Context: an optimization exercise on an open-source flow, tuned for small area. The choices shown serve that exercise and are no tape-out recipe.
At most, simulation tests tie the RTL to the original design; equivalence was not proved.
Power and IR drop assume default switching activity.

Setup of run A:
==> flow/design.v (excerpt) <==
module tower_defense_top (
    input  logic       clk,
    input  logic       reset_i,
    input  logic       visible_i,
    input  video_pkg::coord_t     x_i,
    input  video_pkg::coord_t     y_i,
    input  logic       btn_up_i,
    input  logic       btn_down_i,
    input  logic       btn_left_i,
    input  logic       btn_right_i,
    input  logic       btn_center_i,
    output video_pkg::rgb_t       pixel_o,
    output logic [3:0] lives_o
);
Size in the first run: roughly 44 I/O pins, about 0.0091 mm² of cells after synthesis.
clock: 12.0 ns
lec_check: 0
abc_area: 1
cap_margin: 20
core_margin: 2
core_utilization: 60
setup_slack_margin: 0.4
slew_margin: 20
run.sh (not shown) runs the stock make flow with config.mk's settings and CLKGATE_MAP_FILE= SYNTH_SCRIPT=/design/flow/synth_recipe.tcl, a recipe that flattens the netlist after the stock synthesis.
Run A reached the final stage; the timing, DRC and antenna checks on its layout passed.
The inputs of run Y differ from those of run A as listed below.
-- flow/config.mk --
<<< run A, line 10
export CORE_MARGIN = 2
export CORE_UTILIZATION = 60
export SETUP_SLACK_MARGIN = 0.4
export SLEW_MARGIN = 20
>>> run Y, line 10
export CORE_MARGIN = 2
export CORE_UTILIZATION = 60
export GPL_TIMING_DRIVEN = 0
export SETUP_SLACK_MARGIN = 0.4
export SLEW_MARGIN = 20
## What came out
- Compare run A and run Y | shortest clock period the worst path allows after layout lower: run A
- Design area ended up about 5% lower on run Y than on run A.
- Internal reg-to-reg setup slack (run Y over run A): decrease, 0.03 ns
- Of run A and run Y, the lower total chip power belongs to run Y.
- Setup slack, run A and run Y, higher one = run A.
- Per the comparison of run Y with run A, share of final layout cell area taken by non-clock buffers -4.8 points, relative contribution of the clock network to total power +0.7 points, synthesis-to-finish area growth -6.1 points.
- Against run A as the reference, run Y delivers a lower global-route wire length before repair.
Function was not checked in any run of this note: the RTL went through the layout flow alone.

---

tower_defense_top, a different RTL version from the one above (not shown whole).
Size in the first run: ~48 flip-flops, ~44 I/O pins, about 8500 µm² of cells after synthesis.
make LEC_CHECK=0 ABC_AREA=1 CAP_MARGIN=0 CORE_MARGIN=2 CORE_UTILIZATION=62 GPL_TIMING_DRIVEN=0 SETUP_SLACK_MARGIN=0.2 SLEW_MARGIN=0 finish   # period 12.0 ns
The starting point finished clean.
==> next run, changes <==
- SETUP_SLACK_MARGIN: 0.2 -> 0.0
The changed run completed without violations.
Die area stays the same.
Final area went down by 1.3%.
Cell count is lower by 0.58%.

---

Setup of lane 1:
Another version of the RTL of tower_defense_top (not shown whole).
For scale: ~44 I/O pins, roughly 8100 um2 of cells after synthesis.
Design tower_defense_top, start of the top module:
module tower_defense_top (
    input  logic       clk,
    input  logic       reset_i,
    input  logic       visible_i,
    input  video_pkg::coord_t     x_i,
    input  video_pkg::coord_t     y_i,
    input  logic       btn_up_i,
    input  logic       btn_down_i,
    input  logic       btn_left_i,
    input  logic       btn_right_i,
    input  logic       btn_center_i,
    output video_pkg::rgb_t       pixel_o,
    output logic [3:0] lives_o
);
clock: 12.0 ns
lec_check: 0
abc_area: 1
cap_margin: 0
core_margin: 2
core_utilization: 62
cts_buf_list: sky130_fd_sc_hd__clkbuf_8
gpl_timing_driven: 0
setup_slack_margin: 0.0
slew_margin: 0
standard.sh (not shown) runs the stock make flow with config.mk's settings and CLKGATE_MAP_FILE= SYNTH_SCRIPT=/design/flow/synth_recipe.tcl, a recipe that flattens the netlist after the stock synthesis.
==> flow/flow/run.sh <==
#!/bin/bash
# Standard layout, with the smallest buffer on every input and output port
# instead of the delay cell buffer_ports picks by default.
set -euo pipefail
bash standard.sh 'BUFFER_PORTS_ARGS=-buffer_cell sky130_fd_sc_hd__buf_1' finish > standard_flow.log 2>&1
Input changes introduced in lane 2 (baseline for comparison: lane 1):
Settings: clearing CTS_BUF_LIST, which used to be sky130_fd_sc_hd__clkbuf_8.
==> flow/run.sh (new file) <==
#!/bin/bash
# synth_recipe.tcl (not shown) runs the flow's synth.tcl, then flattens the netlist and writes it again
# the make line also repeats each setting of config.mk as NAME=value (left out here)
make -C /OpenROAD-flow-scripts/flow DESIGN_CONFIG=/design/flow/config.mk WORK_HOME=/design/flow/orfs CLKGATE_MAP_FILE= SYNTH_SCRIPT=/design/flow/synth_recipe.tcl finish
removed: flow/flow/run.sh
removed: flow/standard.sh
[summary]
The static leakage in lane 1 is 0.946 times that in lane 2. Comparing lane 1 and lane 2, met1 capacity usage during global routing is lower on lane 2. Summary of the comparison: internal power is higher in lane 2, relative to lane 1. Lower wire length reported by the detailed router was reported by lane 1, not lane 2. Relative to lane 1, the peak supply drop measured on lane 2 has increased by more than 10%. Per the comparison of lane 2 with lane 1, half-perimeter wire length after detailed placement fell 0.60%; power in sequential cells barely changed.
Modified inputs, lane 3 compared to lane 2
Settings: setting CTS_BUF_LIST to sky130_fd_sc_hd__clkbuf_8 for the first time.
[summary]
From lane 2 to lane 3 the numbers moved as follows: worst hold slack +7.9 ps; total global routing track utilization ~0 delta. Re share of the clock period used by the worst path: lane 2 was higher than lane 3. Power (lane 3 over lane 2): decrease, 44 uW. Lane 3 ends up with a global routing met3 resource utilization that is 0.43 points higher than in lane 2. In the metrics for lane 3 and lane 2, the one carrying the higher data arrival time of the critical path is lane 2. Lane 3 -> lane 2: core area delta 0, exact match. Looking at standby leakage power across both flows, lane 3 is the stronger of the two, with lane 2 trailing.

## static timing again, ports no longer ideal
How much do the figures lean on ideal ports? The routed layouts below were timed once more, with nothing changed but the port constraints. Step 1 assumes that a clkbuf_16 drives the clock port and a buf_2 every other input. Step 2, shift: input delay + t, output delay - t, t = (earliest + latest rising clock arrival at the registers) / 2. This alone moves slack from input paths to output paths. Slacks: ideal ports / drivers / drivers and shift; pairs: ideal ports / drivers.
run | t (ns) | setup slack, ns | latest minus earliest clock arrival (ns) | cell pins on the clock port's net
run A | 0.320 | 0.788 / 0.762 / 0.762 | 0.009 / 0.008 | 1
run Y | 0.318 | 0.639 / 0.619 / 0.619 | 0.007 / 0.007 | 1
the first run of note 2 | 0.314 | 0.502 / 0.480 / 0.480 | 0.005 / 0.004 | 1
the second run of note 2 | 0.316 | 0.370 / 0.353 / 0.353 | 0.004 / 0.005 | 1
lane 1 | 0.346 | 0.362 / 0.338 / 0.338 | 0.009 / 0.008 | 1
lane 2 | 0.330 | 0.288 / 0.258 / 0.258 | 0.005 / 0.006 | 1
lane 3 | 0.344 | 0.310 / 0.280 / 0.280 | 0.009 / 0.008 | 1
After both steps setup and hold are still met in every run listed.
